What follows belongs to an exercise in optimizing a design on an open flow for small area, a short achievable clock period and few clock cycles per item; a production flow would make more cautious choices. The RTL was checked by simulation tests, not by an equivalence proof against the original design. Power figures rest on the tool's default switching activity, not on a simulated workload.

==> flow/design.v <==
package gen_ctrl_pkg;
  typedef struct packed {
    logic [47:0] dst_mac;
    logic [31:0] dst_ip;
    logic [23:0] base_psn;
  } qp_ctx_t;
  typedef enum logic [2:0] {
    IDLE,
    SEND,
    READ,
    WRITE,
    DONE
  } gen_phase_e;
endpackage
package roce_hdr_pkg;
  typedef enum logic [7:0] {
    SEND      = 8'h04,
    READ_RESP = 8'h10,
    ACK       = 8'h11
  } frame_kind_e;
  typedef struct packed {
    logic [47:0] dst_mac;
    logic [47:0] src_mac;
    logic [15:0] ethertype;
  } eth_hdr_t;
  typedef struct packed {
    logic [7:0]  ver_ihl;
    logic [7:0]  tos;
    logic [15:0] total_len;
    logic [15:0] ident;
    logic [15:0] flags_frag;
    logic [7:0]  ttl;
    logic [7:0]  protocol;
    logic [15:0] checksum;
    logic [31:0] src_ip;
    logic [31:0] dst_ip;
  } ipv4_hdr_t;
  typedef struct packed {
    logic [15:0] src_port;
    logic [15:0] dst_port;
    logic [15:0] length;
    logic [15:0] checksum;
  } udp_hdr_t;
  typedef struct packed {
    logic [7:0]  opcode;
    logic [7:0]  flags;
    logic [15:0] pkey;
    logic [7:0]  rsvd0;
    logic [23:0] dst_qp;
    logic [7:0]  rsvd1;
    logic [23:0] psn;
  } bth_t;
  typedef struct packed {
    eth_hdr_t    eth;
    ipv4_hdr_t   ipv4;
    udp_hdr_t    udp;
    bth_t        bth;
    logic [31:0] aeth;
  } roce_hdr_t;
endpackage
module qp_context_table (
  input  logic                     core_clk,
  input  logic                     core_aresetn,
  input  logic                     we_i,
  input  logic [2-1:0]     wr_idx_i,
  input  gen_ctrl_pkg::qp_ctx_t    wr_ctx_i,
  output logic [4-1:0]     vld_o,
  output logic [4*104-1:0] ctx_o
);
  localparam int CTX_W = 104;   
  for (genvar i = 0; i < 4; i++) begin : g_entry
    always_ff @(posedge core_clk) begin
      if (we_i && (wr_idx_i == 2'(i))) begin
        ctx_o[i*CTX_W +: CTX_W] <= wr_ctx_i;
      end
    end
    always_ff @(posedge core_clk or negedge core_aresetn) begin
      if (!core_aresetn) begin
        vld_o[i] <= 1'b0;
      end else if (we_i && (wr_idx_i == 2'(i))) begin
        vld_o[i] <= 1'b1;
      end
    end
  end
endmodule
module roce_pkt_gen_top (
  input  logic                    core_clk,
  input  logic                    core_aresetn,
  input  logic                    start_i,
  input  logic [47:0]             src_mac_i,
  input  logic [31:0]             src_ip_i,
  input  logic                    cfg_we_i,
  input  logic [2-1:0]    cfg_qp_i,
  input  logic [47:0]             cfg_mac_i,
  input  logic [31:0]             cfg_ip_i,
  input  logic [23:0]             cfg_psn_i,
  input  logic [512-1:0]      wqe_tdata_i,
  input  logic                    wqe_tvalid_i,
  input  logic                    tx_tready_i,
  output logic [512-1:0]      tx_tdata_o,
  output logic [64-1:0]  tx_tkeep_o,
  output logic                    tx_tvalid_o,
  output logic                    tx_tlast_o,
  output logic                    post_rd_wqe_o,
  output logic                    post_wr_wqe_o,
  output logic                    send_done_o,
  output logic                    read_done_o,
  output logic                    write_done_o
);
  function automatic logic [15:0] oc_add(input logic [15:0] a, input logic [15:0] b);
    logic [15:0] p, g, gp, pp, gn, pn;
    logic [15:0] c;
    p  = a ^ b;
    g  = a & b;
    gp = g;
    pp = p;
    for (int d = 1; d < 16; d = d * 2) begin
      gn = gp;
      pn = pp;
      for (int i = d; i < 16; i++) begin
        gn[i] = gp[i] | (pp[i] & gp[i-d]);
        pn[i] = pp[i] & pp[i-d];
      end
      gp = gn;
      pp = pn;
    end
    c[0] = gp[15];
    for (int i = 1; i < 16; i++) begin
      c[i] = gp[i-1] | (pp[i-1] & gp[15]);
    end
    oc_add = p ^ c;
  endfunction
  function automatic logic [23:0] add24(input logic [23:0] a, input logic [23:0] b);
    logic [23:0] p, g, gp, pp, gn, pn;
    p  = a ^ b;
    g  = a & b;
    gp = g;
    pp = p;
    for (int d = 1; d < 24; d = d * 2) begin
      gn = gp;
      pn = pp;
      for (int i = d; i < 24; i++) begin
        gn[i] = gp[i] | (pp[i] & gp[i-d]);
        pn[i] = pp[i] & pp[i-d];
      end
      gp = gn;
      pp = pn;
    end
    add24 = p ^ {gp[22:0], 1'b0};
  endfunction
  logic [3:0]            tbl_vld;
  logic [4*104-1:0]      tbl_ctx;
  gen_ctrl_pkg::qp_ctx_t cfg_ctx;
  assign cfg_ctx = {cfg_mac_i, cfg_ip_i, cfg_psn_i};
  qp_context_table i_qp_context_table (
    .core_clk     (core_clk),
    .core_aresetn (core_aresetn),
    .we_i         (cfg_we_i),
    .wr_idx_i     (cfg_qp_i),
    .wr_ctx_i     (cfg_ctx),
    .vld_o        (tbl_vld),
    .ctx_o        (tbl_ctx)
  );
  logic        started_q;
  logic        tvalid_q;
  logic        last_q;      
  logic [4:0]  fcnt_q;      
  logic [2:0]  beat_q;      
  logic [4:0]  nf_q;        
  logic [4:0]  rcnt_q;      
  logic        pend_q;      
  logic        dfull_q;     
  logic        post_rd_q;
  logic        post_wr_q;
  logic [23:0] dqp_q;
  logic [23:0] dpsn_q;
  logic cur_send, cur_read, accept, ld, same;
  assign cur_send = ~fcnt_q[4] & ~fcnt_q[3];
  assign cur_read = ~fcnt_q[4] &  fcnt_q[3];
  assign accept   = tvalid_q & tx_tready_i;
  assign ld       = ~tvalid_q | tx_tready_i;    
  assign same     = tvalid_q & ~last_q;         
  logic n_send, n_read, n_ok, start_frame;
  assign n_send      = ~nf_q[4] & ~nf_q[3];
  assign n_read      = ~nf_q[4] &  nf_q[3];
  assign n_ok        = started_q & ks_ok_q & ~(nf_q[4] & nf_q[3]) & (n_send | dfull_q);
  assign start_frame = ld & ~same & n_ok;
  logic       tvalid_d;
  logic [4:0] nf_d;
  assign tvalid_d = ~ld | same | n_ok;
  assign nf_d     = start_frame ? nf_q + 5'd1 : nf_q;
  logic arrive, dfull_d, pend_n, can_req;
  assign arrive  = wqe_tvalid_i & pend_q;
  assign dfull_d = arrive | (dfull_q & ~(start_frame & ~n_send));
  assign pend_n  = pend_q & ~arrive;
  assign can_req = started_q & ~rcnt_q[4] & ~pend_n &
                   (~dfull_d | (~tvalid_d & (nf_q[4] | nf_q[3] | (start_frame & (nf_q[2:0] == 3'd7)))));
  logic       k_send, k_read, k_last;
  logic [2:0] k_idx;
  logic [2:0] k_beat;
  assign k_send = same ? cur_send : n_send;
  assign k_read = same ? cur_read : n_read;
  assign k_idx  = same ? fcnt_q[2:0] : nf_q[2:0];
  assign k_beat = same ? beat_q + 3'd1 : 3'd0;
  assign k_last = same ? (cur_send ? (k_beat == 3'd2) : (k_beat == 3'd4)) : ~n_send & ~n_read;
  always_ff @(posedge core_clk or negedge core_aresetn) begin
    if (!core_aresetn) begin
      started_q <= 1'b0;
      tvalid_q  <= 1'b0;
      last_q    <= 1'b0;
      fcnt_q    <= '0;
      beat_q    <= '0;
      nf_q      <= '0;
      rcnt_q    <= '0;
      pend_q    <= 1'b0;
      dfull_q   <= 1'b0;
      post_rd_q <= 1'b0;
      post_wr_q <= 1'b0;
    end else begin
      started_q <= started_q | start_i;
      tvalid_q  <= tvalid_d;
      if (ld) begin
        last_q <= k_last;
      end
      if (accept) begin
        fcnt_q <= fcnt_q + 5'(last_q);
        beat_q <= last_q ? 3'd0 : beat_q + 3'd1;
      end
      nf_q      <= nf_d;
      rcnt_q    <= can_req ? rcnt_q + 5'd1 : rcnt_q;
      pend_q    <= pend_n | can_req;
      dfull_q   <= dfull_d;
      post_rd_q <= can_req & ~rcnt_q[3];
      post_wr_q <= can_req &  rcnt_q[3];
    end
  end
  always_ff @(posedge core_clk) begin
    if (arrive) begin
      dqp_q  <= {wqe_tdata_i[47*8 +: 8],
                 wqe_tdata_i[(47+1)*8 +: 8],
                 wqe_tdata_i[(47+2)*8 +: 8]};
      dpsn_q <= {wqe_tdata_i[51*8 +: 8],
                 wqe_tdata_i[(51+1)*8 +: 8],
                 wqe_tdata_i[(51+2)*8 +: 8]};
    end
  end
  logic [1:0]  dsel;
  logic [1:0]  sel0, sel1, sel_d;
  logic [3:0]  soh_d;
  logic [3:0]  soh_q;
  logic [31:0] dip_d;
  logic [31:0] dip_q;
  assign dsel  = arrive ? wqe_tdata_i[(47+2)*8 +: 2] : dqp_q[1:0];
  assign sel0  = n_send ? nf_q[1:0] : dsel;
  assign sel1  = (nf_q[4:3] == 2'b00 && nf_q[2:0] != 3'd7) ? nf_q[1:0] + 2'd1 : dsel;
  assign sel_d = start_frame ? sel1 : sel0;
  always_comb begin
    dip_d = '0;
    for (int e = 0; e < 4; e++) begin
      soh_d[e] = tbl_vld[e] & (sel_d == 2'(e));
      dip_d    = dip_d | ({32{soh_d[e]}} & tbl_ctx[e*104 + 24 +: 32]);
    end
  end
  always_ff @(posedge core_clk) begin
    soh_q <= soh_d;
    dip_q <= dip_d;
  end
  logic [47:0] rd_mac;
  logic [23:0] rd_psn;
  always_comb begin
    rd_mac = '0;
    rd_psn = '0;
    for (int e = 0; e < 4; e++) begin
      rd_mac = rd_mac | ({48{soh_q[e]}} & tbl_ctx[e*104 + 56 +: 48]);
      rd_psn = rd_psn | ({24{soh_q[e]}} & tbl_ctx[e*104 +: 24]);
    end
  end
  logic [15:0] csum_k, ks_x, ks_c, cs_x, cs_c;
  logic [31:0] sip_q;
  logic [15:0] ks_q;
  logic        sip_ok_q, ks_ok_q;
  logic [15:0] csum;
  assign csum_k = n_send ? 16'h959b : n_read ? 16'h964f : 16'h954f;
  assign ks_x = csum_k ^ sip_q[31:16] ^ sip_q[15:0];
  assign ks_c = (csum_k & sip_q[31:16]) | (csum_k & sip_q[15:0]) | (sip_q[31:16] & sip_q[15:0]);
  always_ff @(posedge core_clk) begin
    sip_q <= src_ip_i;
    ks_q  <= oc_add(ks_x, {ks_c[14:0], ks_c[15]});
  end
  always_ff @(posedge core_clk or negedge core_aresetn) begin
    if (!core_aresetn) begin
      sip_ok_q <= 1'b0;
      ks_ok_q  <= 1'b0;
    end else begin
      sip_ok_q <= 1'b1;
      ks_ok_q  <= sip_ok_q;
    end
  end
  assign cs_x = ks_q ^ dip_q[31:16] ^ dip_q[15:0];
  assign cs_c = (ks_q & dip_q[31:16]) | (ks_q & dip_q[15:0]) | (dip_q[31:16] & dip_q[15:0]);
  assign csum = ~oc_add(cs_x, {cs_c[14:0], cs_c[15]});
  logic [15:0]  ip_len;
  logic [7:0]   opcode;
  logic [23:0]  h_qp;
  logic [23:0]  h_psn;
  logic [431:0] hdr_be;    
  assign ip_len = n_send ? 16'd124 : n_read ? 16'd304 : 16'd48;
  assign opcode = n_send ? 8'h04 : n_read ? 8'h10 : 8'h11;
  assign h_qp   = n_send ? 24'(nf_q[1:0]) : dqp_q;
  assign h_psn  = n_send ? add24(rd_psn, 24'(nf_q[2:0])) : dpsn_q;
  assign hdr_be = {rd_mac, src_mac_i, 16'h0800,
                   8'h45, 8'hb8, ip_len, 16'h5555, 16'h4000, 8'hba, 8'h11, csum,
                   src_ip_i, dip_q,
                   16'h6851, 16'h12b7, 16'(ip_len - 16'd20), 16'h0000,
                   opcode, 8'h30, 16'h666f, 8'h05, h_qp, 8'h00, h_psn};
  logic [7:0]         pay, cur_pay, e_pay;
  logic               e_b0, e_send, e_read, e_last;
  logic [2:0]         e_beat;
  logic [15:0]        e_ip_len;
  logic [7:0]         e_opcode;
  logic [431:0]       hdr_s_be;
  logic [512-1:0] tdata_q;
  logic [2:0]         keep_q;
  assign pay     = {3'b000, k_read, 4'(k_idx) + 4'd1};
  assign cur_pay = {3'b000, cur_read, 4'(fcnt_q[2:0]) + 4'd1};
  assign e_b0    = ld ? ~same  : (beat_q == 3'd0);
  assign e_send  = ld ? k_send : cur_send;
  assign e_read  = ld ? k_read : cur_read;
  assign e_beat  = ld ? k_beat : beat_q;
  assign e_last  = ld ? k_last : last_q;
  assign e_pay   = ld ? pay    : cur_pay;
  assign e_ip_len = e_send ? 16'd124 : e_read ? 16'd304 : 16'd48;
  assign e_opcode = e_send ? 8'h04 : e_read ? 8'h10 : 8'h11;
  assign hdr_s_be = {48'h0, src_mac_i, 16'h0800,
                     8'h45, 8'hb8, e_ip_len, 16'h5555, 16'h4000, 8'hba, 8'h11, 16'h0000,
                     src_ip_i, 32'h0,
                     16'h6851, 16'h12b7, 16'(e_ip_len - 16'd20), 16'h0000,
                     e_opcode, 8'h30, 16'h666f, 8'h05, 24'h0, 8'h00, 24'h0};
  for (genvar j = 0; j < 64; j++) begin : g_lane
    if (j < 6 || (j >= 24 && j < 26) || (j >= 30 && j < 34) || (j >= 47 && j < 54 && j != 50)) begin : g_data
      always_ff @(posedge core_clk) begin
        if (ld) begin
          tdata_q[j*8 +: 8] <= same ? pay : hdr_be[(53-j)*8 +: 8];
        end
      end
    end else if (j < 54) begin : g_hdr
      always_ff @(posedge core_clk) begin
        tdata_q[j*8 +: 8] <= e_b0 ? hdr_s_be[(53-j)*8 +: 8] : e_pay;
      end
    end else if (j < 58) begin : g_aeth
      always_ff @(posedge core_clk) begin
        tdata_q[j*8 +: 8] <= (e_b0 & ~e_send) ? 8'h00 : e_pay;
      end
    end else if (j < 62) begin : g_icrc
      always_ff @(posedge core_clk) begin
        tdata_q[j*8 +: 8] <= (e_read & (e_beat == 3'd4)) ? 8'h00 : e_pay;
      end
    end else begin : g_pay
      always_ff @(posedge core_clk) begin
        tdata_q[j*8 +: 8] <= e_pay;
      end
    end
  end
  always_ff @(posedge core_clk) begin
    keep_q <= {~e_last, ~(e_last & ~e_read), ~(e_last & e_send)};
  end
  assign tx_tdata_o    = tdata_q;
  assign tx_tkeep_o    = {{2{keep_q[2]}}, {4{keep_q[1]}}, {52{keep_q[0]}}, 6'h3f};
  assign tx_tlast_o    = last_q;
  assign tx_tvalid_o   = tvalid_q;
  assign post_rd_wqe_o = post_rd_q;
  assign post_wr_wqe_o = post_wr_q;
  assign send_done_o   = fcnt_q[4] | fcnt_q[3];
  assign read_done_o   = fcnt_q[4];
  assign write_done_o  = fcnt_q[4] & fcnt_q[3];
endmodule
==> flow/flow/run.sh <==
#!/bin/bash
set -euo pipefail
export SETUP_SLACK_MARGIN=6.5
export BUFFER_PORTS_ARGS="-buffer_cell sky130_fd_sc_hd__buf_1"
export CTS_ARGS="-sink_clustering_enable -repair_clock_nets -dont_use_dummy_load -sink_clustering_size 12 -buf_list {sky130_fd_sc_hd__clkbuf_8} -root_buf sky130_fd_sc_hd__clkbuf_16"
bash standard.sh > flow_standard.log 2>&1
==> flow/standard.sh <==
#!/bin/bash
# synth_recipe.tcl (not shown) runs the flow's synth.tcl, then flattens the netlist and writes it again
# the make line also repeats each setting of config.mk as NAME=value (left out here)
make -C /OpenROAD-flow-scripts/flow DESIGN_CONFIG=/design/flow/config.mk WORK_HOME=/design/flow/orfs CLKGATE_MAP_FILE= SYNTH_SCRIPT=/design/flow/synth_recipe.tcl "${@:-finish}"
==> flow/config.mk <==
export PLATFORM = sky130hd
export DESIGN_NAME = roce_pkt_gen_top
export DESIGN_NICKNAME = roce_pkt_gen_top
export VERILOG_FILES = /design/flow/design.v
export SDC_FILE = /design/flow/constraint.sdc
export NUM_CORES = 4
export LEC_CHECK = 0
export CAP_MARGIN = 20
export CORE_AREA = 10 10 450 450
export DIE_AREA = 0 0 460 460
export SLEW_MARGIN = 20
==> flow/constraint.sdc <==
create_clock -name core_clock -period 10.0 [get_ports {core_clk}]
set_input_delay 2.0000 -clock core_clock [delete_from_list [all_inputs] [get_ports {core_clk}]]
set_output_delay 2.0000 -clock core_clock [all_outputs]
set_load 0.01 [all_outputs]
==> results of run 1 <==
[flip-flops by register name, indices dropped and copies added, names as in the netlist, 4 cells and up]
signal,flops
i_qp_context_table.ctx_o,416
tx_tdata_o,259
dip_q,32
sip_q,32
dpsn_q,24
dqp_q,24
ks_q,16
fcnt_q,5
nf_q,5
rcnt_q,5
i_qp_context_table.vld_o,4
soh_q,4
[routing by layer]
metal  wire (um)  global-route usage [%]  vias to the layer above
met3       12100                    4.37                      278
met2       66500                    20.5                     1067
met5         408                       0                        -
met4        8930                    7.95                       66
li1            -                       -                     9507
met1       51700                    13.6                    10600
[cells in the final DEF (no fill, tap or decap), types with 14 or more instances in the layout]
cell,count
dfxtp_1,184
and2_1,48
a22o_1,27
a22oi_2,55
o21ai_0,51
fa_1,20
buf_1,637
nand3_1,15
a22oi_1,103
inv_1,57
diode_2,35
nand2_1,182
xor2_1,20
a21oi_1,81
buf_4,54
buf_2,63
dfxtp_4,14
nand4_1,16
conb_1,93
xnor2_1,43
buf_6,25
edfxtp_1,608
nor2_1,51
clkbuf_8,152
o21a_1,33
a21o_1,37
dfrtp_1,25
ha_1,50
a221oi_1,33
[what timing repair did]
item	4_1_cts	5_1_grt
pin swaps	6	16
cloned	9	3
buffers inserted	38	10
setup endpoints to repair	673	263
resized for setup	196	68
[cell families after synthesis]
| logic type | after synthesis |
|---|---|
| compound gates | 492 |
| xor+xnor | 64 |
| fa+ha+maj | 80 |
| buf+inv | 479 |
| flops | 841 |
| mux | 7 |
| other cells | 2 |
| simple gates | 395 |
[per-stage QoR]
| stage | util, % | cells | hold WS (ns) | instance area (um2) |
|---|---|---|---|---|
| after floorplan | - | 2451 | 0.331 | 34100 |
| after global placement | 19.4 | 5328 | 0.332 | 37400 |
| after detailed placement | 19.4 | 5329 | 0.346 | 37400 |
| after CTS | 21.1 | 5528 | 0.361 | 40700 |
| after global routing | 21.3 | 5561 | 0.378 | 41100 |
| final | 21.4 | 5576 | 0.355 | 41100 |
[power breakdown]
part           switching [W]  internal [W]  total, W
Clock                0.00129       0.00134   0.00263
Sequential          0.000586       0.00473   0.00531
Combinational        0.00425       0.00232   0.00657
[worst max-delay path by stage]
stage / startpoint / end / slack (ns) / cells past startpoint
4_1_cts: keep_q[0] / tx_tkeep_o[47] / 6.29 / 2
3_5_place_dp: tx_tready_i / tx_tdata_o[91] / 4.45 / 7
6_report: cfg_qp_i[1] / i_qp_context_table.ctx_o[374] / 6.41 / 4
2_1_floorplan: tx_tready_i / tx_tdata_o[211] / 4.46 / 7
3_3_place_gp: tx_tready_i / tx_tdata_o[48] / 4.32 / 9
5_1_grt: keep_q[0] / tx_tkeep_o[8] / 6.35 / 3
[area by class of cell]
type	count	area [um2]	share of cell area, %
antenna	35	87.6	0.213
sequential	841	23100	56.2
multi-input combinational	1133	8130	19.8
timing repair buffer	828	4270	10.4
inverter	61	253	0.614
clock buffer	152	2100	5.11
tap	2526	3160	7.68
==> results.toml, run 1 <==
[routing]
drc_errors = 0
wire_per_inst_um = 25.0
num_vias = 21500
drtPass1Iterations = 5
drt_iter0_markers = 1591
viasPerCell = 3.86
final_antenna_net_count = 0
routed_wl_um = 140000

[grt]
grt-ovfl-total = 0
grt_pass1_vias = 21500
track_usage_pct = 12.4
grt_max_degree = 68
antenna_found_initial = 94
grt_pass1_wl_um = 181000

[cts]
htree_num_levels = 4
clk_latency_ns = 0.77
cts_made_buffers = 152
clockBufferDepth = 3
cts_num_sinks = 841
ctsHoldBuffers = 0
tritoncts = "built"
clk_pin_slew_ns = 0.06
cts-root-buf = "clkbuf_16"

[power]
vdd.ir_drop.worst_v = 0.000207
cellLeakagePower_nw = 14.6
power-per-cell-area_nw_per_um2 = 353
total_power_w = 0.0145

[sta]
rsz0062_at_grt = "true"
max_freq_mhz = 279
relSlewSlack_pct = 20.7
min_period_over_period_pct = 35.9
finalCriticalPeriod_ns = 3.59
timing_max_transition_violations_final = 0
finalSetupViolCount = 0
hold_viol = 0
tns_ns = 0
fin_worst_skew_ns = 0.103
tightest_slew_ns = 1.19
fin_ws_ns = 6.41

[synth]
synth_warnings = 2
seq_area_frac_synth_pct = 69.4
syn_area_um2 = 33200
synthAdderAreaFrac_pct = 3.45
synthCells = 2360
synth_edf_count = 608
synth_top_area_share_pct = 54.9
synthTopCellsByArea = "edfxtp_1, dfxtp_1, buf_4"
synth.most_common_cell = "edfxtp_1"
ys.flop_type = "edfxtp_1"
syn_avg_cell_area_um2 = 14.1
synth_common_cells = "edfxtp_1, buf_4, dfxtp_1"
synth_cell_type_count = 64
synth_top_family_by_area = "compound AO/OA/AOI/OAI gates"
synth_top_area_cell = "edfxtp_1"
yosys.area_share.simple_pct = 5.66
muxShareOfSynthArea_pct = 0.226
synth_compound_area_share_pct = 10.3
synth-seq-cells = 841
async_flop_share_pct = 3.69
synthXorXnorAreaFrac_pct = 1.69

[floorplan]
core_um2 = 193000
rows = 161
start_util_pct = 17.3
dieWidth_um = 460
die_y_um = 460
die_area_um2 = 212000
ios = 1287

[placed_design]
io_buffer_count = 730
dp_hpwl_um = 101000
place_worst_setup_slack_ns = 4.45
gp_congestion = 0.861

[critical_path]
reg2regPathDepth = 14
required_ns = 10.35
slowest_delay_ns = 0.54
criticalPathCategory = "in -> reg"
critical_path.top_delay_family = "buffers and inverters"
startpoint_type = "input port"
cp-end-kind = "register"
crit_fanout = 48
reg2reg_slack_ns = 6.61
cp.arrival_ns = 3.93
rr_endpoint = "tx_tdata_o[410]"
crit_chain = "buf_1, and3_4, buf_6, buf_8"
r2r-start = "soh_q[2]"
slowest_stage = "and3_4"
crit_buf_inv = 3

[run]
cap_violations = 0

[cells_and_area]
nets = 3796
num-fill-cells = 20500
drive_gt1_share_pct = 16.7
syn2layout_area_growth_pct = 23.8

[hold_path]
whs_path_depth = 0
min_from = "sip_ok_q"
hp-class = "reg -> reg"
holdPathEnd = "ks_ok_q"

[outcome]
status = "no timing/DRC/antenna violations"
Testbench counts, summed over its fixed seeds: cycles 2,987, frames 768.
==> inputs of run 2 (changes only) <==
--- a/flow/config.mk
+++ b/flow/config.mk
@@ -8,4 +8,5 @@
 export CAP_MARGIN = 20
 export CORE_AREA = 10 10 450 450
 export DIE_AREA = 0 0 460 460
+export PLACE_DENSITY = 0.88
 export SLEW_MARGIN = 20
==> run 2 against run 1 <==
  * Combinational power is 5.5% higher
  * Largest power group unchanged
  * Clock skew is 0.0090 ns lower
  * Setup slack better by 0.075 ns
  * Global-route usage is 0.26 points higher
  * Cell count hardly changed
  * Largest cell class unchanged
  * Sequential share of layout area is 0.26 points lower
  * Area after synthesis stayed put
  * Clock-buffer cell count is 16 lower
==> results.toml, run 2 <==
[sta]
tightest_slew_ns = 1.07
hold_viol = 0
tns_ns = 0
max_freq_mhz = 285
fin_ws_ns = 6.49
rsz0062_at_grt = "true"
finalSetupViolCount = 0
fin_worst_skew_ns = 0.0942
finalCriticalPeriod_ns = 3.51
min_period_over_period_pct = 35.1
timing_max_transition_violations_final = 0
relSlewSlack_pct = 28.3

[grt]
grt_max_degree = 62
grt-ovfl-total = 0
track_usage_pct = 12.7
antenna_found_initial = 124
grt_pass1_wl_um = 185000
grt_pass1_vias = 22300

[routing]
wire_per_inst_um = 25.9
drtPass1Iterations = 5
routed_wl_um = 144000
final_antenna_net_count = 0
viasPerCell = 4.05
num_vias = 22600
wl_met2_um = 67100
met1Wirelength_um = 44700
top_layer = "met5"
drt_iter0_markers = 2156
drc_errors = 0
wl_met3_um = 16300

[synth]
synthTopCellsByArea = "edfxtp_1, dfxtp_1, buf_4"
synth-seq-cells = 841
synth_top_area_cell = "edfxtp_1"
async_flop_share_pct = 3.69
synth_common_cells = "edfxtp_1, buf_4, dfxtp_1"
synth.most_common_cell = "edfxtp_1"
synth_top_family_by_area = "compound AO/OA/AOI/OAI gates"
synth_warnings = 2
seq_area_frac_synth_pct = 69.4
ys.flop_type = "edfxtp_1"
synthXorXnorAreaFrac_pct = 1.69
synth_compound_area_share_pct = 10.3
muxShareOfSynthArea_pct = 0.226
yosys.area_share.simple_pct = 5.66
synth_top_area_share_pct = 54.9
synthCells = 2360
synthAdderAreaFrac_pct = 3.45
syn_area_um2 = 33200
synth_cell_type_count = 64
synth_edf_count = 608
syn_avg_cell_area_um2 = 14.1

[cts]
cts_num_sinks = 841
tritoncts = "built"
htree_num_levels = 4
ctsHoldBuffers = 0
clk_latency_ns = 0.74
clockBufferDepth = 3
cts-root-buf = "clkbuf_16"
clk_pin_slew_ns = 0.06
cts_made_buffers = 136

[floorplan]
ios = 1287
core_um2 = 193000
die_y_um = 460
dieWidth_um = 460
die_area_um2 = 212000
start_util_pct = 17.3
rows = 161

[cells_and_area]
finalNonFillerCells = 5578
drive_gt1_share_pct = 15.9
final_common_cell = "buf_1"
final_cell_mix = "buf_1, edfxtp_1, nand2_1, dfxtp_1, clkbuf_8"
nets = 3786
top_register = "i_qp_context_table.ctx_o"
syn2layout_area_growth_pct = 24.4
largest_reg_flops = 416

[power]
power-per-cell-area_nw_per_um2 = 355
vdd.ir_drop.worst_v = 0.000203
cellLeakagePower_nw = 14.5

[run]
cap_violations = 0

[critical_path]
criticalPathCategory = "reg -> out"
cp-startpoint = "fcnt_q[4]"
cp-end-kind = "output port"
startpoint_type = "register"
required_ns = 8.00
r2r-start = "nf_q[4]"
cp.arrival_ns = 1.51
crit_fanout = 4

[placed_design]
place_worst_setup_slack_ns = 4.91
gp_congestion = 0.886
place_inst = 5327
dp_hpwl_um = 105000
io_buffer_count = 730

[hold_path]
min_from = "sip_ok_q"
hp-class = "reg -> reg"

[outcome]
status = "no timing/DRC/antenna violations"
-- run 2: through the flow --
stage               area [um2]  util, %  hold slack (ns)  total power (W)
detailed placement       37400     19.4            0.348           0.0114
floorplan                34100        -            0.331          0.00922
global route             41300     21.5            0.369           0.0155
finish                   41300     21.5            0.362           0.0147
CTS                      40500     21.0            0.362           0.0144
global placement         37400     19.4            0.333           0.0113
-- run 2: path summary, 6_finish.rpt --
check,to,slack (ns),cells after the start
setup / recovery,write_done_o,6.49,2
hold / removal,ks_ok_q,0.36,0
setup reg to reg,ks_q[15],6.59,13
hold reg to reg,ks_ok_q,0.36,0
max in group asynchronous,last_q,7.98,1
min in group asynchronous,beat_q[2],1.37,1
-- run 2: final cells by class --
class | instances | area, um2
Inverter | 61 | 241
Antenna cell | 47 | 118
Fill cell | 20100 | 151000
Clock buffer | 136 | 1880
Tap cell | 2526 | 3160
Multi-Input combinational cell | 1136 | 8190
Timing Repair Buffer | 831 | 4610
Sequential cell | 841 | 23100
-- run 2: logic make-up after synthesis --
logic type                 after synthesis
muxes                                    7
adders and majority gates               80
xor gates and xnor gates                64
and+or+nand+nor                        395
AOI/OAI and AO/OA                      492
other                                    2
DFF                                    841
buffers and inverters                  479
-- run 2: power breakdown --
group	switching (W)	total [W]	internal [W]
Clock	0.00124	0.00245	0.00121
Sequential	0.000558	0.00528	0.00472
Combinational	0.00447	0.00693	0.00246
Total	0.00627	0.0147	0.00839
-- run 2: repair_timing --
item	4_1_cts	5_1_grt
pin swaps	8	13
gates cloned	12	6
gates resized for setup	193	105
setup endpoints to repair	553	151
setup buffers	28	21
-- run 2: worst max-delay path: stages (launching register included) --
cell,delay (ns)
dfrtp_2,0.45
and2_4,0.19
buf_12,0.14
-- run 2: routing by layer --
metal  GRT usage [%]  vias to the layer above
met3            5.27                      453
met4            12.1                       90
li1                -                     9498
met5               0                        -
met2            20.4                     1579
met1            12.2                    11000
==> inputs of run 3 (changes only) <==
==> flow/flow/run.sh (replaced) <==
#!/bin/bash
set -euo pipefail
export SETUP_SLACK_MARGIN=6.8
export BUFFER_PORTS_ARGS="-buffer_cell sky130_fd_sc_hd__buf_1"
export CTS_ARGS="-sink_clustering_enable -repair_clock_nets -dont_use_dummy_load -sink_clustering_size 12 -buf_list {sky130_fd_sc_hd__clkbuf_8} -root_buf sky130_fd_sc_hd__clkbuf_16"
bash standard.sh > flow_standard.log 2>&1
--- a/flow/config.mk
+++ b/flow/config.mk
@@ -8,5 +8,5 @@
 export CAP_MARGIN = 20
 export CORE_AREA = 10 10 450 450
 export DIE_AREA = 0 0 460 460
-export PLACE_DENSITY = 0.88
+export PLACE_DENSITY = 0.75
 export SLEW_MARGIN = 20
==> run 3 against run 2 <==
  * Still clean
  * Die area did not move
  * Total power rose by 14%
  * Cell count rose by 1.0%
  * Utilization rose by 2.0 points
  * Global-route usage rose by 0.077 points
  * Setup slack got worse by 0.015 ns
  * Via count barely moved
  * Final area rose by 9.3%
  * Critical path depth did not move
  * Combinational power rose by 25%
  * First-iteration DRC count fell by 13%
  * Critical endpoint unchanged
  * Largest cell class unchanged
==> results.toml, run 3 <==
[sta]
finalSetupViolCount = 0
hold_viol = 0
rsz0062_at_grt = "true"
min_period_over_period_pct = 35.3
relSlewSlack_pct = 37.5
tightest_slew_ns = 0.937
fin_worst_skew_ns = 0.119
timing_max_transition_violations_final = 0
tns_ns = 0
max_freq_mhz = 283
finalCriticalPeriod_ns = 3.53

[routing]
drt_iter0_markers = 1873
final_antenna_net_count = 0
drc_errors = 0
drtPass1Iterations = 6
wire_per_inst_um = 25.7
num_vias = 22600
routed_wl_um = 145000
viasPerCell = 4.01

[synth]
synthTopCellsByArea = "edfxtp_1, dfxtp_1, buf_4"
synth_edf_count = 608
synth_cell_type_count = 64
synth.most_common_cell = "edfxtp_1"
synth_top_area_cell = "edfxtp_1"
synthXorXnorAreaFrac_pct = 1.69
seq_area_frac_synth_pct = 69.4
yosys.area_share.simple_pct = 5.66
synth-seq-cells = 841
syn_area_um2 = 33200
synthAdderAreaFrac_pct = 3.45
synth_common_cells = "edfxtp_1, buf_4, dfxtp_1"
synth_warnings = 2
synthCells = 2360
synth_top_area_share_pct = 54.9
async_flop_share_pct = 3.69
muxShareOfSynthArea_pct = 0.226
synth_compound_area_share_pct = 10.3
syn_avg_cell_area_um2 = 14.1
synth_top_family_by_area = "compound AO/OA/AOI/OAI gates"
ys.flop_type = "edfxtp_1"

[floorplan]
start_util_pct = 17.3
core_um2 = 193000
ios = 1287
rows = 161
dieWidth_um = 460
die_y_um = 460
die_area_um2 = 212000

[critical_path]
cp-end-kind = "output port"
criticalPathCategory = "reg -> out"
r2r-start = "soh_q[0]"
reg2reg_slack_ns = 6.76
rr_endpoint = "tx_tdata_o[410]"
reg2regPathDepth = 14
crit_fanout = 4
startpoint_type = "register"
cp.arrival_ns = 1.53
required_ns = 8.00

[hold_path]
holdPathEnd = "ks_ok_q"
whs_path_depth = 0
min_from = "sip_ok_q"
hp-class = "reg -> reg"

[cells_and_area]
syn2layout_area_growth_pct = 36.0
num-fill-cells = 19800
largest_reg_flops = 416
finalNonFillerCells = 5636
drive_gt1_share_pct = 36.6
top_register = "i_qp_context_table.ctx_o"
nets = 3864
final_common_cell = "edfxtp_1"
final_cell_mix = "edfxtp_1, buf_6, buf_1, nand2_1, clkbuf_8"

[grt]
grt_pass1_wl_um = 187000
antenna_found_initial = 93
grt_max_degree = 64
track_usage_pct = 12.8
grt_pass1_vias = 22400
grt-ovfl-total = 0

[power]
total_power_w = 0.0166
cellLeakagePower_nw = 16.9
vdd.ir_drop.worst_v = 0.000205
power-per-cell-area_nw_per_um2 = 368

[run]
cap_violations = 0

[cts]
htree_num_levels = 4
tritoncts = "built"
clk_latency_ns = 0.79
clk_pin_slew_ns = 0.06
cts-root-buf = "clkbuf_16"
clockBufferDepth = 3
ctsHoldBuffers = 0
cts_made_buffers = 148
cts_num_sinks = 841

[placed_design]
place_inst = 5326
dp_hpwl_um = 99000
gp_congestion = 0.836
io_buffer_count = 730

[outcome]
status = "no timing/DRC/antenna violations"
[run 3: how the worst max path moves through the flow]
stage / startpoint / to / slack (ns) / cells past startpoint
after detailed placement: tx_tready_i / tx_tdata_o[56] / 3.97 / 8
final: fcnt_q[4] / write_done_o / 6.47 / 2
after floorplan: tx_tready_i / tx_tdata_o[211] / 4.46 / 7
after CTS: fcnt_q[4] / write_done_o / 6.37 / 2
after global placement: tx_tready_i / tx_tdata_o[56] / 3.99 / 8
after global routing: fcnt_q[4] / send_done_o / 6.40 / 3
[run 3: per-layer routing]
layer	GRT usage (%)	part of all wire (%)
met2	21.3	48
met4	7.78	6.5
met3	4.53	10
met1	13.9	35
met5	0	0.26
[run 3: per-stage QoR]
stage | cell area, um2 | hold slack, ns | worst slack (ns) | utilization [%]
4_1_cts | 43900 | 0.339 | 6.37 | 22.8
6_report | 45200 | 0.337 | 6.47 | 23.5
3_5_place_dp | 37500 | 0.346 | 3.97 | 19.5
5_1_grt | 45200 | 0.348 | 6.40 | 23.5
3_3_place_gp | 37500 | 0.332 | 3.99 | 19.5
2_1_floorplan | 34300 | 0.331 | 4.46 | -
[run 3: worst max-delay path, cell delays in order (launching register included)]
cell     delay (ns)
dfrtp_2        0.44
and2_4         0.16
buf_8          0.13
[run 3: final cells by class]
type                            instances  area (um2)  share of cell area (%)
Antenna cell                           27        67.6                   0.149
Clock buffer                          148        2050                    4.53
Inverter                               61         263                   0.581
Multi-Input combinational cell       1133        8600                    19.0
Sequential cell                       841       23300                    51.6
Tap cell                             2526        3160                    6.99
Timing Repair Buffer                  900        7760                    17.2
[run 3: kinds of logic (layout without fill, tap and decap cells)]
group	Yosys count	count (layout)
AOI/OAI and AO/OA	492	492
xor gates and xnor gates	64	64
adders and majority gates	80	80
buffers and inverters	479	1109
DFF	841	841
muxes	7	7
other	2	120
and+or+nand+nor	395	397
[run 3: what timing repair did]
| item | CTS | global route |
|---|---|---|
| setup endpoints to repair | 1013 | 550 |
| gates cloned | 19 | 5 |
| buffers inserted | 78 | 33 |
| pin swaps | 37 | 83 |
| gates resized for setup | 1043 | 233 |
[run 3: report_power, final]
group / switching, W / internal, W / total, W
Combinational: 0.00482 / 0.00387 / 0.00869
Clock: 0.00128 / 0.00130 / 0.00258
Sequential: 0.000594 / 0.00478 / 0.00538
==> inputs of run 4 (changes only) <==
==> flow/flow/run.sh (replaced) <==
#!/bin/bash
set -euo pipefail
export SETUP_SLACK_MARGIN=6.3
export BUFFER_PORTS_ARGS="-buffer_cell sky130_fd_sc_hd__buf_1"
export CTS_ARGS="-sink_clustering_enable -repair_clock_nets -dont_use_dummy_load -sink_clustering_size 12 -buf_list {sky130_fd_sc_hd__clkbuf_8} -root_buf sky130_fd_sc_hd__clkbuf_16"
bash standard.sh > flow_standard.log 2>&1
==> run 4 against run 3 <==
  * Still clean
  * Utilization shrank 2.9 points
  * Area after synthesis unchanged
  * Die area stayed put
  * Clock power is essentially flat
  * Sequential power shrank 0.9%
  * Sequential share of layout area increased by 6.8 points
  * Synthesized cell count did not move
  * Worst hold slack better by 0.0068 ns
  * Clock skew is 0.028 ns lower
  * Largest cell class unchanged
  * Largest power group unchanged
==> results.toml, run 4 <==
[synth]
synth_edf_count = 608
syn_area_um2 = 33200
synth_top_area_share_pct = 54.9
synth_top_area_cell = "edfxtp_1"
async_flop_share_pct = 3.69
synth_warnings = 2
synth-seq-cells = 841
synth_common_cells = "edfxtp_1, buf_4, dfxtp_1"
synth.most_common_cell = "edfxtp_1"
seq_area_frac_synth_pct = 69.4
synth_cell_type_count = 64
synthTopCellsByArea = "edfxtp_1, dfxtp_1, buf_4"
syn_avg_cell_area_um2 = 14.1
synthCells = 2360
ys.flop_type = "edfxtp_1"

[cts]
clockBufferDepth = 3
cts-root-buf = "clkbuf_16"
cts_num_sinks = 841
clk_pin_slew_ns = 0.05
clk_latency_ns = 0.78
tritoncts = "built"
htree_num_levels = 4
cts_made_buffers = 149

[sta]
tightest_slew_ns = 1.21
relSlewSlack_pct = 18.6
rsz0062_at_grt = "true"
max_freq_mhz = 276
finalCriticalPeriod_ns = 3.62
fin_worst_skew_ns = 0.0911
hold_viol = 0
fin_ws_ns = 6.38
finalSetupViolCount = 0
timing_max_transition_violations_final = 0
min_period_over_period_pct = 36.2
holdWs_ns = 0.344
tns_ns = 0

[cells_and_area]
multi_input_area_um2 = 7790
drive_gt1_share_pct = 10.1
largest_reg_flops = 416
syn2layout_area_growth_pct = 19.1
final_common_cell = "buf_1"
nets = 3743
final_cell_mix = "buf_1, edfxtp_1, dfxtp_1, nand2_1, clkbuf_8"
top_register = "i_qp_context_table.ctx_o"
utilization_pct = 20.6
finalNonFillerCells = 5524
seqCellArea_um2 = 23100
num-fill-cells = 20600

[grt]
grt_pass1_vias = 21300
grt_max_degree = 71
grt_pass1_wl_um = 174000
antenna_found_initial = 106
grt-ovfl-total = 0
track_usage_pct = 11.9

[critical_path]
crit_chain = "clkbuf_2, nor2b_4, clkinvlp_4, buf_4, a31oi_2, buf_4, nand2_1, o21a_1"
cp.arrival_ns = 4.19
crit_path_frequent_cell = "buf_4"
cp-end-kind = "register"
criticalPathCategory = "in -> reg"
reg2regPathDepth = 11
startpoint_type = "input port"
required_ns = 10.58
crit_fanout = 15
slowest_stage = "nand2_1"
reg2reg_slack_ns = 6.45
slowest_delay_ns = 0.36

[floorplan]
rows = 161
dieWidth_um = 460
die_area_um2 = 212000
die_y_um = 460
start_util_pct = 17.3
core_um2 = 193000
ios = 1287

[hold_path]
hp-class = "reg -> reg"
whs_path_depth = 0

[routing]
drc_errors = 0
wire_per_inst_um = 24.0
viasPerCell = 3.88
drtPass1Iterations = 5
routed_wl_um = 133000
num_vias = 21400
drt_iter0_markers = 1738
final_antenna_net_count = 0

[placed_design]
place_worst_setup_slack_ns = 4.13
place_inst = 5327
io_buffer_count = 730
dp_hpwl_um = 101000
gp_congestion = 0.823

[power]
power-per-cell-area_nw_per_um2 = 349
cellLeakagePower_nw = 13.7
vdd.ir_drop.worst_v = 0.000165

[run]
cap_violations = 0

[outcome]
status = "no timing/DRC/antenna violations"
==> run 4: cell counts after synthesis <==
No cell type changed its count.
==> run 4: power breakdown <==
| group | switching, W | internal [W] | leakage [nW] | total [W] |
|---|---|---|---|---|
| registers | 0.000617 | 0.00471 | 7.79 | 0.00533 |
| logic | 0.00401 | 0.00189 | 4.87 | 0.00591 |
| clock network | 0.00129 | 0.00131 | 1.08 | 0.00260 |
| total | 0.00592 | 0.00792 | 13.7 | 0.0138 |
==> run 4: kinds of logic (layout without fill, tap and decap cells) <==
group	count (synthesis)	after routing	share of synthesized area (%)
DFF	841	841	69.4
AOI/OAI and AO/OA	492	492	10.3
buffers and inverters	479	989	9.19
and+or+nand+nor	395	396	5.66
adders and majority gates	80	80	3.45
xor gates and xnor gates	64	64	1.69
muxes	7	7	0.226
other	2	129	0.0226
==> run 4: final cells by class <==
class	instances	share of cell area [%]
Timing Repair Buffer	778	7.99
Clock buffer	149	5.21
Timing Repair inverter	1	0.0126
Tap cell	2526	7.98
Sequential cell	841	58.3
Inverter	61	0.597
Multi-Input combinational cell	1132	19.7
Antenna cell	36	0.227
==> run 4: worst max-delay path, delay by kind of cell <==
| kind | cells | cell delay [ns] |
|---|---|---|
| AO/OA/AOI/OAI | 2 | 0.61 |
| buffers and inverters | 4 | 0.83 |
| AND/OR/NAND/NOR | 2 | 0.71 |
==> run 4: timing repair <==
action,4_1_cts,5_1_grt
endpoints found under the setup margin,553,92
hold buffers,0,0
pin swaps,4,1
endpoints found under the hold margin,0,0
cloned,2,0
gates resized for setup,42,21
buffers inserted,9,1
==> run 4: stage by stage <==
stage               instance area, um2  total power [W]
floorplan                        33800          0.00906
global placement                 37200           0.0112
detailed placement               37200           0.0113
CTS                              39400           0.0140
global route                     39600           0.0147
finish                           39600           0.0138
==> run 4: final timing paths <==
path,start,endpoint
min in group asynchronous,core_aresetn,last_q
setup / recovery,tx_tready_i,tx_tdata_o[59]
setup reg to reg,nf_q[0],tx_tdata_o[410]
hold reg to reg,sip_ok_q,ks_ok_q
max in group asynchronous,core_aresetn,i_qp_context_table.vld_o[0]
hold / removal,sip_ok_q,ks_ok_q
==> run 4: layer usage <==
layer	track usage, %	vias to the layer above	part of all wire [%]	routed length (um)
met3	4.73	324	11	14000
met4	9.08	72	7.5	9980
met5	0	-	0.33	441
met1	12.3	10400	34	45000
met2	19.4	1240	48	63300
li1	-	9374	-	-
==> inputs of run 5 (changes only) <==
==> flow/flow/run.sh (replaced) <==
#!/bin/bash
set -euo pipefail
export SETUP_SLACK_MARGIN=6.5
export BUFFER_PORTS_ARGS="-buffer_cell sky130_fd_sc_hd__buf_1"
export CTS_ARGS="-sink_clustering_enable -repair_clock_nets -dont_use_dummy_load -sink_clustering_size 12 -buf_list {sky130_fd_sc_hd__clkbuf_8} -root_buf sky130_fd_sc_hd__clkbuf_16"
bash standard.sh > flow_standard.log 2>&1
==> run 5 against run 4 <==
  * Die area stayed put
  * Area after synthesis stayed put
  * Routed wire length is 4.7% higher
  * Clock power is 3% lower
  * Worst hold slack better by 0.0074 ns
  * Setup slack better by 0.15 ns
  * Sequential share of layout area is 1.3 points lower
  * Still clean on timing, DRC and antenna
  * Maximum frequency is 4.4% higher
==> results.toml, run 5 <==
[outcome]
status = "no timing/DRC/antenna violations"

[placed_design]
dp_hpwl_um = 102000
io_buffer_count = 730
gp_congestion = 0.850
placement.cell_area_um2 = 37400
place_inst = 5328

[cts]
cts_made_buffers = 141
clk_latency_ns = 0.73
cts-root-buf = "clkbuf_16"
clk_pin_slew_ns = 0.05
tritoncts = "built"
clockBufferDepth = 3
cts_num_sinks = 841
ctsHoldBuffers = 0
htree_num_levels = 4

[critical_path]
cp.arrival_ns = 4.08
slowest_delay_ns = 0.30
startpoint_type = "input port"
reg2regPathDepth = 13
cp-startpoint = "tx_tready_i"
crit_fanout = 33
cp-end-kind = "register"
r2r-start = "soh_q[3]"
required_ns = 10.61
crit_chain = "clkbuf_4, a21boi_4, a2111oi_4, buf_4, nand2b_1, o21ai_1, o2bb2ai_2, and3_2, buf_8, a22oi_2, nand2_1"
criticalPathCategory = "in -> reg"
slowest_stage = "a21boi_4"

[grt]
track_usage_pct = 12.3
grt_pass1_vias = 21300
grt_max_degree = 64
antenna_found_initial = 101
grt-ovfl-total = 0
grt_pass1_wl_um = 179000

[synth]
syn_avg_cell_area_um2 = 14.1
synth.most_common_cell = "edfxtp_1"
synthTopCellsByArea = "edfxtp_1, dfxtp_1, buf_4"
synth_warnings = 2
seq_area_frac_synth_pct = 69.4
ys.flop_type = "edfxtp_1"
async_flop_share_pct = 3.69
synth_top_area_cell = "edfxtp_1"
synthCells = 2360
synth_top_area_share_pct = 54.9
synth_common_cells = "edfxtp_1, buf_4, dfxtp_1"
synth_edf_count = 608
synth_cell_type_count = 64
synth-seq-cells = 841
syn_area_um2 = 33200

[routing]
num_vias = 21900
viasPerCell = 3.94
drtPass1Iterations = 7
drc_errors = 0
final_antenna_net_count = 0
wire_per_inst_um = 25.0
drt_iter0_markers = 2029
routed_wl_um = 139000

[floorplan]
start_util_pct = 17.3
rows = 161
die_y_um = 460
die_area_um2 = 212000
ios = 1287
core_um2 = 193000
dieWidth_um = 460

[cells_and_area]
top_register = "i_qp_context_table.ctx_o"
final_common_cell = "buf_1"
nets = 3774
final_cell_mix = "buf_1, edfxtp_1, dfxtp_1, nand2_1, clkbuf_8"
largest_reg_flops = 416
finalNonFillerCells = 5558
fin_area_um2 = 40600
num-fill-cells = 20400
drive_gt1_share_pct = 15.0
syn2layout_area_growth_pct = 22.1
utilization_pct = 21.1

[sta]
rsz0062_at_grt = "true"
relSlewSlack_pct = 34.2
tightest_slew_ns = 0.985
min_period_over_period_pct = 34.7
max_freq_mhz = 288
finalSetupViolCount = 0
timing_max_transition_violations_final = 0
hold_viol = 0
fin_worst_skew_ns = 0.0907
finalCriticalPeriod_ns = 3.47
tns_ns = 0

[power]
power-per-cell-area_nw_per_um2 = 354
total_power_w = 0.0144
vdd.ir_drop.worst_v = 0.000204
cellLeakagePower_nw = 14.2

[hold_path]
whs_path_depth = 0
hp-class = "reg -> reg"
min_from = "sip_ok_q"

[run]
cap_violations = 0
## run 5: cell counts after synthesis
Identical to the previous run, type by type.
## run 5: cell families after synthesis
logic type | Yosys count | share of synthesized area [%]
mux | 7 | 0.226
buf+inv | 479 | 9.19
simple gates | 395 | 5.66
xor+xnor | 64 | 1.69
flops | 841 | 69.4
other cells | 2 | 0.0226
compound gates | 492 | 10.3
fa+ha+maj | 80 | 3.45
## run 5: area by class of cell
cell class                 instances  area [um2]  area share (%)
antenna                           39        97.6           0.240
clock buffer                     141        1950            4.81
inverter                          61         238           0.586
multi-input combinational       1132        8040            19.8
sequential                       841       23100            57.0
tap                             2526        3160            7.79
timing repair buffer             818        3970            9.78
## run 5: critical path: cells and delay by family
family | cells | cell delay (ns)
AOI/OAI and AO/OA | 5 | 0.75
and+or+nand+nor | 3 | 0.62
buffers and inverters | 3 | 0.64
## run 5: where the power goes
| part | internal [W] | total [W] | switching, W |
|---|---|---|---|
| clock | 0.00125 | 0.00253 | 0.00128 |
| sequential | 0.00472 | 0.00530 | 0.000583 |
| combinational | 0.00224 | 0.00656 | 0.00432 |
| total | 0.00821 | 0.0144 | 0.00618 |
## run 5: stage by stage
| stage | hold slack (ns) | worst slack, ns |
|---|---|---|
| detailed placement | 0.336 | 3.90 |
| global placement | 0.332 | 3.99 |
| CTS | 0.345 | 6.50 |
| finish | 0.351 | 6.53 |
| global route | 0.362 | 6.37 |
| floorplan | 0.331 | 4.46 |
## run 5: metal layers
metal	wire length [um]	track usage, %	share of wire (%)	up-vias
li1	-	-	-	9477
met1	47900	12.7	34	10800
met2	67300	20.5	48	1246
met3	14400	4.97	10	316
met4	8920	7.99	6.4	62
met5	422	0	0.30	-
## run 5: timing repair
item | in CTS | in global routing
setup buffers | 27 | 13
gates cloned | 7 | 3
pin swaps | 6 | 8
setup endpoints to repair | 578 | 123
resized for setup | 160 | 26
## run 5: path summary, 6_finish.rpt
kind | end | slack (ns)
min in group asynchronous | post_wr_q | 1.40
max | dip_q[2] | 6.53
min | ks_ok_q | 0.35
min reg2reg | ks_ok_q | 0.35
max reg2reg | tx_tdata_o[410] | 6.58
max in group asynchronous | nf_q[4] | 7.95
==> inputs of run 6 (changes only) <==
==> flow/flow/run.sh (replaced) <==
#!/bin/bash
set -euo pipefail
export SETUP_SLACK_MARGIN=6.5
export BUFFER_PORTS_ARGS="-buffer_cell sky130_fd_sc_hd__buf_1"
export CTS_ARGS="-sink_clustering_enable -repair_clock_nets -dont_use_dummy_load -sink_clustering_size 12 -buf_list {sky130_fd_sc_hd__clkbuf_4} -root_buf sky130_fd_sc_hd__clkbuf_16"
bash standard.sh > flow_standard.log 2>&1
==> run 6 against run 5 <==
  * Still clean
  * Non-clock buffer count rose by 30
  * Critical path depth decreased by 8
  * Clock power down 14%
  * Cell count rose by 1.8%
  * Total power rose by 1.7%
  * Routed wire length up 1.9%
  * Largest cell class unchanged
==> results.toml, run 6 <==
[cells_and_area]
top_register = "i_qp_context_table.ctx_o"
largest_reg_flops = 416
final_cell_mix = "edfxtp_1, buf_1, clkbuf_4, nand2_1, dfxtp_1"
final_common_cell = "edfxtp_1"
drive_gt1_share_pct = 22.7
num-fill-cells = 20400
nets = 3872
syn2layout_area_growth_pct = 24.9
utilization_pct = 21.6

[synth]
synth_compound_area_share_pct = 10.3
synth.most_common_cell = "edfxtp_1"
async_flop_share_pct = 3.69
synthAdderAreaFrac_pct = 3.45
muxShareOfSynthArea_pct = 0.226
synth-seq-cells = 841
synth_top_family_by_area = "compound AO/OA/AOI/OAI gates"
synth_top_area_cell = "edfxtp_1"
syn_area_um2 = 33200
yosys.area_share.simple_pct = 5.66
ys.flop_type = "edfxtp_1"
synth_cell_type_count = 64
synth_common_cells = "edfxtp_1, buf_4, dfxtp_1"
synthCells = 2360
synth_edf_count = 608
synthTopCellsByArea = "edfxtp_1, dfxtp_1, buf_4"
seq_area_frac_synth_pct = 69.4
synthXorXnorAreaFrac_pct = 1.69
synth_warnings = 2
syn_avg_cell_area_um2 = 14.1
synth_top_area_share_pct = 54.9

[cts]
htree_num_levels = 4
tritoncts = "built"
clk_pin_slew_ns = 0.05
cts_num_sinks = 841
clk_latency_ns = 0.86
clockBufferDepth = 3
cts-root-buf = "clkbuf_16"
cts_made_buffers = 209

[sta]
finalSetupViolCount = 0
timing_max_transition_violations_final = 0
rsz0062_at_grt = "true"
tns_ns = 0
tightest_slew_ns = 1.02
min_period_over_period_pct = 35.3
max_freq_mhz = 284
finalCriticalPeriod_ns = 3.53
holdWs_ns = 0.348
hold_viol = 0
relSlewSlack_pct = 32.1
fin_worst_skew_ns = 0.176

[critical_path]
critical_path.top_delay_family = "buffers and inverters"
crit_chain = "buf_12, buf_12, buf_2"
cp.depth = 3
cp-end-kind = "output port"
required_ns = 8.00
slowest_stage = "dfxtp_4"
reg2regPathDepth = 13
crit_buf_inv = 3
startpoint_type = "register"
slowest_delay_ns = 0.36
criticalPathCategory = "reg -> out"
cp.arrival_ns = 1.53
crit_path_frequent_cell = "buf_12"
crit_fanout = 11

[routing]
routed_wl_um = 141000
wire_per_inst_um = 25.0
num_vias = 22400
drt_iter0_markers = 2038
drc_errors = 0
final_antenna_net_count = 0
viasPerCell = 3.97
drtPass1Iterations = 5

[hold_path]
hp-class = "reg -> reg"
whs_path_depth = 0

[grt]
grt_pass1_vias = 22100
grt_pass1_wl_um = 182000
grt_max_degree = 72
grt-ovfl-total = 0
track_usage_pct = 12.4
antenna_found_initial = 100

[power]
total_power_w = 0.0146
power-per-cell-area_nw_per_um2 = 352
vdd.ir_drop.worst_v = 0.000207
cellLeakagePower_nw = 15.0

[floorplan]
start_util_pct = 17.3
die_y_um = 460
die_area_um2 = 212000
rows = 161
core_um2 = 193000
dieWidth_um = 460
ios = 1287

[placed_design]
dp_hpwl_um = 102000
gp_congestion = 0.850
io_buffer_count = 730

[run]
cap_violations = 0

[outcome]
status = "no timing/DRC/antenna violations"
==> run 6: cell count changes in the layout (fill, tap and decap cells not counted), moves of 14 or more <==
| cell | previous run | this run |
|---|---|---|
| clkbuf_8 | 141 | 0 |
| buf_1 | 663 | 524 |
| buf_2 | 59 | 101 |
| buf_6 | 13 | 95 |
| clkbuf_4 | 1 | 209 |
| buf_12 | 7 | 21 |
==> run 6: path summary, 6_finish.rpt <==
kind,startpoint,to,slack (ns)
worst max-delay path,tx_tdata_o[97],tx_tdata_o[97],6.47
worst min-delay path,sip_ok_q,ks_ok_q,0.35
worst max register to register,soh_q[1],tx_tdata_o[410],6.60
worst min register to register,sip_ok_q,ks_ok_q,0.35
max in group asynchronous,core_aresetn,nf_q[4],8.06
min in group asynchronous,core_aresetn,post_wr_q,1.33
==> run 6: area by class of cell <==
type | instances | area (um2) | area share, %
antenna | 42 | 105 | 0.253
clock buffer | 209 | 1590 | 3.82
inverter | 61 | 238 | 0.573
multi-input combinational | 1132 | 8130 | 19.6
sequential | 841 | 23100 | 55.8
tap | 2526 | 3160 | 7.61
timing repair buffer | 848 | 5150 | 12.4
==> run 6: report_power, final <==
group          switching [W]  total, W  internal, W
Sequential          0.000541   0.00527      0.00472
Clock                0.00123   0.00218     0.000953
Combinational        0.00450   0.00718      0.00268
==> run 6: metrics by stage <==
| stage | instances | instance area, um2 | setup WS [ns] |
|---|---|---|---|
| final | 5659 | 41500 | 6.47 |
| after global routing | 5638 | 41500 | 6.37 |
| after CTS | 5593 | 40800 | 6.34 |
| after detailed placement | 5328 | 37400 | 3.90 |
| after global placement | 5328 | 37400 | 3.99 |
| after floorplan | 2451 | 34100 | 4.46 |
==> run 6: worst register-to-register path: cells and delay by family, from the launching register on <==
kind / cells / cell delay [ns]
compound gates: 4 / 0.79
flops: 1 / 0.51
buf+inv: 2 / 0.27
simple gates: 5 / 0.95
fa+ha+maj: 1 / 0.43
xor+xnor: 1 / 0.19
==> run 6: metal layers <==
metal | vias to the layer above | global-route usage, % | routed length, um
li1 | 9741 | - | -
met1 | 11000 | 12.9 | 48200
met2 | 1304 | 21.2 | 69100
met3 | 343 | 4.64 | 15000
met4 | 66 | 7.64 | 8820
met5 | - | 0 | 413
==> run 6: timing repair <==
action                                 CTS  global route
buffers inserted                        48            16
hold buffers                             0             0
endpoints found under the hold margin    0             0
pin swaps                                8            13
gates resized for setup                381            89
setup endpoints to repair              575           155
gates cloned                             8             8
==> run 6: cell families (layout without fill, tap and decap cells) <==
group / Yosys count / in the layout
xor gates and xnor gates: 64 / 64
AOI/OAI and AO/OA: 492 / 492
and+or+nand+nor: 395 / 396
adders and majority gates: 80 / 80
muxes: 7 / 7
other: 2 / 135
buffers and inverters: 479 / 1118
DFF: 841 / 841
==> inputs of run 7 (changes only) <==
==> flow/flow/run.sh (replaced) <==
#!/bin/bash
set -euo pipefail
export SETUP_SLACK_MARGIN=6.5
export BUFFER_PORTS_ARGS="-buffer_cell sky130_fd_sc_hd__buf_1"
export CTS_ARGS="-sink_clustering_enable -repair_clock_nets -dont_use_dummy_load -sink_buffer_max_cap_derate 1.0 -buf_list {sky130_fd_sc_hd__clkbuf_8} -root_buf sky130_fd_sc_hd__clkbuf_16"
bash standard.sh > flow_standard.log 2>&1
==> run 7 against run 6 <==
  * Sequential power barely moved
  * First-iteration DRC count fell by 2.8%
  * Largest power group unchanged
  * Maximum frequency grew 1.6%
  * Via count decreased by 2.5%
  * Non-clock buffer count fell by 28
  * Cell count fell by 1.7%
  * Routed wire length is 1.7% lower
  * Final area decreased by 2.2%
==> results.toml, run 7 <==
[cts]
clockBufferDepth = 3
cts_num_sinks = 841
clk_latency_ns = 0.75
cts_made_buffers = 141
htree_num_levels = 4
ctsHoldBuffers = 0
tritoncts = "built"
clk_pin_slew_ns = 0.05
cts-root-buf = "clkbuf_16"

[grt]
grt_use_met2_pct = 20.7
antenna_found_initial = 102
grt_pass1_wl_um = 180000
grt-ovfl-total = 0
track_usage_pct = 12.3
use_met1_pct = 12.6
use_met3_pct = 5.16
grt_pass1_vias = 21300
grt_max_degree = 64
grt-busiest-layer = "met2"

[synth]
ys.flop_type = "edfxtp_1"
synth_top_family_by_area = "compound AO/OA/AOI/OAI gates"
synth_top_area_share_pct = 54.9
synth-seq-cells = 841
seq_area_frac_synth_pct = 69.4
syn_avg_cell_area_um2 = 14.1
synthCells = 2360
synth_common_cells = "edfxtp_1, buf_4, dfxtp_1"
synth_top_area_cell = "edfxtp_1"
syn_area_um2 = 33200
synth.most_common_cell = "edfxtp_1"
synth_warnings = 2
synthTopCellsByArea = "edfxtp_1, dfxtp_1, buf_4"
synth_cell_type_count = 64
synth_compound_area_share_pct = 10.3
async_flop_share_pct = 3.69
yosys.area_share.simple_pct = 5.66
muxShareOfSynthArea_pct = 0.226
synth_edf_count = 608
synthXorXnorAreaFrac_pct = 1.69
synthAdderAreaFrac_pct = 3.45

[power]
intPower_w = 0.00821
vdd.ir_drop.worst_v = 0.000204
power_frac_seq_pct = 36.8
p_sw_share_pct = 43.1
cellLeakagePower_nw = 14.1
clkPwrFrac_pct = 17.5
combinationalPowerShare_pct = 45.7
switchingPower_w = 0.00621
power-per-cell-area_nw_per_um2 = 355

[critical_path]
crit_fanout = 33
reg2reg_slack_ns = 6.56
required_ns = 10.61
cp-end-kind = "register"
startpoint_type = "input port"
criticalPathCategory = "in -> reg"
cp.arrival_ns = 4.08

[cells_and_area]
final_cell_mix = "buf_1, edfxtp_1, dfxtp_1, nand2_1, clkbuf_8"
largest_reg_flops = 416
top_register = "i_qp_context_table.ctx_o"
drive_gt1_share_pct = 14.1
final_common_cell = "buf_1"
utilization_pct = 21.1
nets = 3776
syn2layout_area_growth_pct = 22.1

[sta]
finalSetupViolCount = 0
tns_ns = 0
relSlewSlack_pct = 33.8
min_period_over_period_pct = 34.7
timing_max_transition_violations_final = 0
fin_worst_skew_ns = 0.0947
max_freq_mhz = 288
hold_viol = 0
tightest_slew_ns = 0.990
rsz0062_at_grt = "true"
finalCriticalPeriod_ns = 3.47

[floorplan]
ios = 1287
die_y_um = 460
die_area_um2 = 212000
core_um2 = 193000
dieWidth_um = 460
rows = 161
start_util_pct = 17.3

[placed_design]
dp_hpwl_um = 102000
gp_congestion = 0.850
io_buffer_count = 730

[routing]
final_antenna_net_count = 0
viasPerCell = 3.93
num_vias = 21900
wire_per_inst_um = 25.0
drtPass1Iterations = 5
routed_wl_um = 139000
drt_iter0_markers = 1980
drc_errors = 0

[hold_path]
hp-class = "reg -> reg"

[outcome]
status = "no timing/DRC/antenna violations"

[run]
cap_violations = 0
run 7: final timing paths:
kind                              startpoint               to  cells after the start
worst max-delay path             tx_tready_i         dip_q[2]                     11
worst min-delay path                sip_ok_q          ks_ok_q                      0
worst max register to register      soh_q[3]  tx_tdata_o[410]                     13
worst min register to register      sip_ok_q          ks_ok_q                      0
max in group asynchronous       core_aresetn          nf_q[4]                      1
min in group asynchronous       core_aresetn        post_wr_q                      1
run 7: per-stage QoR:
stage,cell area (um2),total power (W),cells,hold slack [ns],worst slack [ns]
2_1_floorplan,34100,0.00922,2451,0.331,4.46
3_3_place_gp,37400,0.0115,5328,0.332,3.99
3_5_place_dp,37400,0.0115,5328,0.336,3.90
4_1_cts,40200,0.0144,5504,0.345,6.50
5_1_grt,40600,0.0152,5544,0.362,6.37
6_report,40600,0.0144,5562,0.351,6.53
run 7: critical path: stages:
cell	delay, ns
clkbuf_4	0.16
a21boi_4	0.30
a2111oi_4	0.05
buf_4	0.17
nand2b_1	0.15
o21ai_1	0.11
o2bb2ai_2	0.21
and3_2	0.26
buf_8	0.30
a22oi_2	0.08
nand2_1	0.21
run 7: metal layers:
layer,vias up,part of all wire [%]
li1,9472,-
met1,10700,34
met2,1287,49
met3,308,11
met4,64,6.2
met5,-,0.31
run 7: power by group through the flow:
stage	combinational, W	sequential [W]	clock (W)
finish	0.00660	0.00530	0.00252
global route	0.00709	0.00538	0.00274
detailed placement	0.00611	0.00540	0
global placement	0.00609	0.00537	0
floorplan	0.00387	0.00535	0
CTS	0.00650	0.00532	0.00262
run 7: cell families after synthesis:
logic type               Yosys count
flip-flops                       841
AO/OA/AOI/OAI                    492
buffers and inverters            479
AND/OR/NAND/NOR                  395
adder cells (fa/ha/maj)           80
XOR/XNOR                          64
multiplexers                       7
other                              2
run 7: final cells by class:
class	instances	area [um2]
fillers	20400	152000
diodes	41	103
clock buffers	141	1950
inverters	61	238
flip-flops and latches	841	23100
repair buffers	820	3960
multi-input cells	1132	8050
well taps	2526	3160
run 7: what timing repair did:
action	CTS	global route
buffers inserted	27	15
gates resized for setup	123	37
gates cloned	8	2
pin swaps	6	8
endpoints found under the setup margin	575	73
==> inputs of run 8 (changes only) <==
==> flow/flow/run.sh (replaced) <==
#!/bin/bash
set -euo pipefail
export SETUP_SLACK_MARGIN=6.5
export BUFFER_PORTS_ARGS="-buffer_cell sky130_fd_sc_hd__buf_1"
export CTS_ARGS="-sink_clustering_enable -repair_clock_nets -dont_use_dummy_load -sink_clustering_size 16 -sink_clustering_max_diameter 80 -buf_list {sky130_fd_sc_hd__clkbuf_8} -root_buf sky130_fd_sc_hd__clkbuf_16"
bash standard.sh > flow_standard.log 2>&1
==> run 8 against run 7 <==
  * Still clean
  * Clock skew rose by 0.0091 ns
  * Global-route usage fell by 0.18 points
  * Worst hold slack improved by 0.010 ns
  * Clock power fell by 27%
  * Sequential power barely moved
  * Non-clock buffer count rose by 3
  * Combinational power barely moved
  * Maximum frequency fell by 0.89%
  * Die area did not move
  * Via count fell by 1.5%
  * Total power fell by 4.5%
  * Utilization fell by 0.44 points
==> results.toml, run 8 <==
[routing]
final_antenna_net_count = 0
drtPass1Iterations = 6
drt_iter0_markers = 1954
wire_per_inst_um = 25.2
viasPerCell = 3.92

[power]
power_frac_seq_pct = 38.5
clkPwrFrac_pct = 13.5
power-per-cell-area_nw_per_um2 = 347
intPower_w = 0.00770
vdd.ir_drop.worst_v = 0.000241

[synth]
synth_top_area_share_pct = 54.9
synthTopCellsByArea = "edfxtp_1, dfxtp_1, buf_4"
synth_warnings = 2
synthCells = 2360
ys.flop_type = "edfxtp_1"
synth_edf_count = 608
synth-seq-cells = 841

[critical_path]
worstSetupEndpoint = "write_done_o"
crit_chain = "buf_6, and2_4, buf_6"
crit_fanout = 3
cp.arrival_ns = 1.50
cp-end-kind = "output port"
r2r-start = "soh_q[1]"
cp-startpoint = "fcnt_q[4]"
criticalPathCategory = "reg -> out"
startpoint_type = "register"

[run]
cap_violations = 0

[sta]
relSlewSlack_pct = 34.5
tightest_slew_ns = 0.982
timing_max_transition_violations_final = 0

[floorplan]
rows = 161
core_um2 = 193000
die_area_um2 = 212000
dieWidth_um = 460

[cts]
ctsHoldBuffers = 0
cts_made_buffers = 72
cts-root-buf = "clkbuf_16"
tritoncts = "built"
clockBufferDepth = 3

[placed_design]
gp_congestion = 0.850
placement.cell_area_um2 = 37400
place_worst_setup_slack_ns = 3.90

[grt]
track_usage_pct = 12.1
antenna_found_initial = 100
use_met3_pct = 4.58
grt_pass1_wl_um = 177000

[cells_and_area]
final_common_cell = "buf_1"
final_cell_mix = "buf_1, edfxtp_1, dfxtp_1, nand2_1, a22oi_1"

[outcome]
status = "no timing/DRC/antenna violations"
-- run 8: changes by cell type in the layout (fill, tap and decap cells not counted), sizes merged --
cell,before,now
buf,800,811
diode,41,38
clkdlybuf4s18,1,0
clkdlybuf4s15,0,1
clkbuf,154,77
-- run 8: logic make-up (layout without fill, tap and decap cells) --
group | after synthesis | in the layout | synth area share (%)
multiplexers | 7 | 7 | 0.226
AO/OA/AOI/OAI | 492 | 492 | 10.3
AND/OR/NAND/NOR | 395 | 396 | 5.66
other | 2 | 131 | 0.0226
flip-flops | 841 | 841 | 69.4
adder cells (fa/ha/maj) | 80 | 80 | 3.45
buffers and inverters | 479 | 956 | 9.19
XOR/XNOR | 64 | 64 | 1.69
-- run 8: worst min path at each step --
| stage | from | end |
|---|---|---|
| floorplan | sip_ok_q | ks_ok_q |
| CTS | sip_ok_q | ks_ok_q |
| detailed placement | sip_ok_q | ks_ok_q |
| finish | sip_ok_q | ks_ok_q |
| global route | sip_ok_q | ks_ok_q |
| global placement | sip_ok_q | ks_ok_q |
-- run 8: critical path: cells and delay by family, from the launching register on --
kind	cells	cell delay (ns)
buf+inv	2	0.27
simple gates	1	0.15
flops	1	0.43
-- run 8: power by group through the flow --
stage	Combinational [W]	Clock (W)	Sequential, W
2_1_floorplan	0.00387	0	0.00535
3_3_place_gp	0.00609	0	0.00537
3_5_place_dp	0.00611	0	0.00540
4_1_cts	0.00644	0.00194	0.00533
5_1_grt	0.00711	0.00204	0.00538
6_report	0.00662	0.00185	0.00530
-- run 8: metrics by stage --
step | power [W] | instances
2_1_floorplan | 0.00922 | 2451
3_3_place_gp | 0.0115 | 5328
3_5_place_dp | 0.0115 | 5328
4_1_cts | 0.0137 | 5432
5_1_grt | 0.0145 | 5475
6_report | 0.0138 | 5493
-- run 8: timing repair --
action | in CTS | in global routing
gates resized for setup | 101 | 38
pin swaps | 7 | 13
endpoints found under the hold margin | 0 | 0
cloned | 7 | 3
endpoints found under the setup margin | 569 | 135
buffers inserted | 25 | 20
-- run 8: area by class of cell --
type	instances	area, um2	share of cell area, %
Sequential cell	841	23100	58.2
Multi-Input combinational cell	1132	8110	20.4
Timing Repair Buffer	823	3920	9.87
Tap cell	2526	3160	7.95
Clock buffer	72	1090	2.75
Inverter	61	238	0.598
Antenna cell	38	95.1	0.239
-- run 8: per-layer routing --
layer | vias up | wire length [um]
met4 | 66 | 8050
met1 | 10700 | 47500
li1 | 9339 | -
met2 | 1174 | 67600
met3 | 260 | 14500
met5 | - | 448

Setup slack of run 8, layout unchanged: 6.500 ns with ideal ports, 6.432 ns with driving cells assumed (clock clkbuf_16, inputs buf_2), 5.822 ns with port delays also shifted by the 0.692 ns mid clock arrival.
